This is an optimization exercise on Yosys and OpenROAD, whose aim is small area and few clock cycles, not a production implementation.
The RTL was checked by simulation tests, not by an equivalence proof against the original design.
Power and IR drop assume default switching activity.

==> flow/design.v (excerpt) <==
module image_window_ctrl
#(
  parameter int IMG_W = 8,
  parameter int IMG_H = 8,
  parameter int DW    = 8
) (
  input  logic                          clk,
  input  logic                          reset,
  input  logic [3:0]                    cmd,
  input  logic                          cmd_valid,
  output logic                          busy,
  output logic                          done,
  output logic                          rom_rd,
  output logic [$clog2(IMG_W*IMG_H)-1:0] rom_addr,
  input  logic [DW-1:0]                 rom_data,
  output logic                          ram_we,
  output logic [$clog2(IMG_W*IMG_H)-1:0] ram_addr,
  output logic [DW-1:0]                 ram_wdata
);
Settings: LEC_CHECK=0, ABC_AREA=1, CAP_MARGIN=10, CORE_MARGIN=2, CORE_UTILIZATION=65, GPL_TIMING_DRIVEN=0, PLACE_DENSITY=0.8, SLEW_MARGIN=5; clock period 12.0 ns.
standard.sh (not shown) runs the stock make flow with config.mk's settings and CLKGATE_MAP_FILE= SYNTH_SCRIPT=/design/flow/synth_recipe.tcl, a recipe that flattens the netlist after the stock synthesis.
==> flow/flow/run.sh <==
#!/bin/bash
# Own layout flow: the standard ORFS flow (standard.sh) with three changes:
#  - synthesis maps with an area-oriented ABC script (flow/abc_area.script) and without
#    Yosys's full-adder extraction, so ABC sees the adders and comparators as plain logic;
#  - port buffers are the smallest buffer cell;
#  - the clock tree uses small clock buffers, sink clusters of up to 15 registers and no
#    dummy loads.
# Registers, their names and cell types are those of the standard synthesis (dfflibmap runs
# before ABC and is unchanged). Each step's output goes to its own log here.
set -euo pipefail
W=$(pwd)
S=$W/scripts_local
rm -rf "$S"
mkdir -p "$S"
cp -r "$FLOW_HOME/scripts/." "$S/"
cp "$W/flow/abc_area.script" "$S/abc_area.script"
VARS=(
  "SCRIPTS_DIR=$S"
  "ADDER_MAP_FILE="
  "BUFFER_PORTS_ARGS=-buffer_cell sky130_fd_sc_hd__buf_1"
  "CTS_ARGS=-sink_clustering_enable -repair_clock_nets -dont_use_dummy_load -buf_list sky130_fd_sc_hd__clkbuf_8 -sink_clustering_size 15 -sink_clustering_max_diameter 80 -root_buf sky130_fd_sc_hd__clkbuf_4 -tree_buf sky130_fd_sc_hd__clkbuf_4"
)
bash standard.sh "${VARS[@]}" synth > "$W/log_synth.txt" 2>&1
bash standard.sh "${VARS[@]}" floorplan > "$W/log_floorplan.txt" 2>&1
bash standard.sh "${VARS[@]}" place > "$W/log_place.txt" 2>&1
bash standard.sh "${VARS[@]}" cts > "$W/log_cts.txt" 2>&1
bash standard.sh "${VARS[@]}" finish > "$W/log_finish.txt" 2>&1
test -s "$W/out/final.def"
==> flow/flow/abc_area.script <==
strash
dc2
&get -n
&dch -f
&nf -R 1000
&put
The first run produced a clean layout.
Testbench counts at the start, summed over its fixed seeds: cycles 3,880.
Rerun with:
==> flow/flow/abc_area.script (replaced) <==
strash
&get -n
&dch
&nf -R 1000
&put
Outcome:
- The changed run completed with no timing, DRC or antenna violations
- core utilization shrinks by 0.16 points
- wire length shrinks by a little under a tenth
- power barely changes

* * *

Another version of the RTL of image_window_ctrl (not shown whole).
Size in the first run: roughly 530 flip-flops, ~39 I/O pins, about 22000 sq um of cells after synthesis.
clock: 12.0 ns
lec_check: 0
abc_area: 1
cap_margin: 15
core_margin: 2
core_utilization: 65
place_density: 0.8
slew_margin: 10
==> flow/flow/run.sh <==
#!/bin/bash
# Own layout flow: the standard ORFS flow (standard.sh) with three changes:
#  - synthesis maps with an area-oriented ABC script (flow/abc_area.script) and without
#    Yosys's full-adder extraction, so ABC sees the adders and comparators as plain logic;
#  - port buffers are the smallest buffer cell;
#  - the clock tree uses larger sink clusters and no dummy loads.
# Registers, their names and cell types are those of the standard synthesis (dfflibmap runs
# before ABC and is unchanged). Each step's output goes to its own log here.
set -euo pipefail
W=$(pwd)
S=$W/scripts_local
rm -rf "$S"
mkdir -p "$S"
cp -r "$FLOW_HOME/scripts/." "$S/"
cp "$W/flow/abc_area.script" "$S/abc_area.script"
VARS=(
  "SCRIPTS_DIR=$S"
  "ADDER_MAP_FILE="
  "BUFFER_PORTS_ARGS=-buffer_cell sky130_fd_sc_hd__buf_1"
  "CTS_ARGS=-sink_clustering_enable -repair_clock_nets -dont_use_dummy_load -sink_clustering_size 25 -sink_clustering_max_diameter 120 -root_buf sky130_fd_sc_hd__clkbuf_4 -tree_buf sky130_fd_sc_hd__clkbuf_4"
)
bash standard.sh "${VARS[@]}" synth > "$W/log_synth.txt" 2>&1
bash standard.sh "${VARS[@]}" floorplan > "$W/log_floorplan.txt" 2>&1
bash standard.sh "${VARS[@]}" place > "$W/log_place.txt" 2>&1
bash standard.sh "${VARS[@]}" cts > "$W/log_cts.txt" 2>&1
bash standard.sh "${VARS[@]}" finish > "$W/log_finish.txt" 2>&1
test -s "$W/out/final.def"
==> flow/flow/abc_area.script <==
strash
&get -n
&dc2
&dch -f
&nf -R 1000
&put
topo
stime -c
upsize -c
dnsize -c
The baseline went through all stages and came out clean.
Testbench counts at the start, summed over its fixed seeds: cycles 3,880.
==> next run, changes <==
==> flow/flow/abc_area.script (replaced) <==
strash
&get -n
&dch
&nf -R 1000
&put
topo
stime -c
upsize -c
dnsize -c
Settings changed: CAP_MARGIN 15 to 5, CORE_UTILIZATION 65 to 50, PLACE_DENSITY 0.8 to 0.65, SLEW_MARGIN 10 to 5.
What happened: First-iteration DRC count is lower by about 40%; cell area goes up by 1.6%; die area went up by about 30%; worst setup slack is worse by 270 ps; synthesized area increases by about 1%; final cell count grows by 7.7%; routed wire length fell by 3.2%; sequential cell count stays the same.
==> next run, changes <==
--- a/flow/flow/run.sh
+++ b/flow/flow/run.sh
@@ -19,3 +19,3 @@
   "BUFFER_PORTS_ARGS=-buffer_cell sky130_fd_sc_hd__buf_1"
-  "CTS_ARGS=-sink_clustering_enable -repair_clock_nets -dont_use_dummy_load -sink_clustering_size 25 -sink_clustering_max_diameter 120 -root_buf sky130_fd_sc_hd__clkbuf_4 -tree_buf sky130_fd_sc_hd__clkbuf_4"
+  "CTS_ARGS=-sink_clustering_enable -repair_clock_nets -dont_use_dummy_load -sink_clustering_size 25 -sink_clustering_max_diameter 120"
 )
==> flow/flow/abc_area.script (replaced) <==
strash
&get -n
&dch
&nf -R 1000
&put
Settings changed: CAP_MARGIN 5 to 20, SLEW_MARGIN 5 to 20.
Outcome: Non-clock buffer count is higher by 33. Design area came out higher by 0.96%. Utilization rises by 0.78 points. Sequential share of layout area goes down by 0.63 points. Combinational power rose by about 2%. Via count is higher by 2.2%. Wire length is about the same. Worst setup slack gets worse by 1400 ps. Power is higher by 1.3%. Clock power rises by 4.2%. Hold slack degrades by 17 ps.
==> next run, changes <==
--- a/flow/flow/run.sh
+++ b/flow/flow/run.sh
@@ -5,3 +5,4 @@
 #  - port buffers are the smallest buffer cell;
-#  - the clock tree uses larger sink clusters and no dummy loads.
+#  - the clock tree uses small clock buffers, sink clusters of up to 15 registers and no
+#    dummy loads.
 # Registers, their names and cell types are those of the standard synthesis (dfflibmap runs
@@ -19,3 +20,3 @@
   "BUFFER_PORTS_ARGS=-buffer_cell sky130_fd_sc_hd__buf_1"
-  "CTS_ARGS=-sink_clustering_enable -repair_clock_nets -dont_use_dummy_load -sink_clustering_size 25 -sink_clustering_max_diameter 120"
+  "CTS_ARGS=-sink_clustering_enable -repair_clock_nets -dont_use_dummy_load -buf_list sky130_fd_sc_hd__clkbuf_8 -sink_clustering_size 15 -sink_clustering_max_diameter 80 -root_buf sky130_fd_sc_hd__clkbuf_4 -tree_buf sky130_fd_sc_hd__clkbuf_4"
 )
Settings changed: CAP_MARGIN 20 to 10, CORE_UTILIZATION 50 to 65, GPL_TIMING_DRIVEN set to 0, PLACE_DENSITY 0.65 to 0.8, SLEW_MARGIN 20 to 5.
Result: Final cell count goes down by a little under a tenth; wire length went down by roughly a tenth; flip-flop and latch count does not change; clock skew barely changes; global-route usage goes up by 4.5 points; combinational power grows by a few percent.

-- what the ideal ports hide --
How much do the figures lean on ideal ports? The routed layouts below were timed once more, with nothing changed but the port constraints.
Step 1 assumes that a clkbuf_16 drives the clock port and a buf_2 every other input.
Step 2 moves the port delays by t, midway between the first and last clock arrival at a register: inputs arrive t later, outputs are due t later. That takes back most of the time a late clock gives input paths.
Three values: no drivers, after step 1, after step 2; two values: the first two.
run | shift t [ns] | setup WS [ns] | worst setup path after step 2 | latest minus earliest clock arrival (ns) | worst data-port slew with drivers (ns)
the first run of note 1 | 0.740 | 0.429 / 0.429 / 0.429 | register to register | 0.066 / 0.067 | 0.03
the second run of note 1 | 0.764 | 0.705 / 0.705 / 0.705 | register to register | 0.091 / 0.092 | 0.04
the first run of note 2 | 0.891 | 2.423 / 2.423 / 2.423 | register to register | 0.038 / 0.038 | 0.08
the second run of note 2 | 0.932 | 2.152 / 2.152 / 2.152 | register to register | 0.096 / 0.095 | 0.03
the third run of note 2 | 0.615 | 0.785 / 0.785 / 0.785 | register to register | 0.060 / 0.061 | 0.09
the fourth run of note 2 | 0.746 | 0.461 / 0.461 / 0.461 | register to register | 0.058 / 0.058 | 0.04
After both steps setup and hold are still met in every run listed.
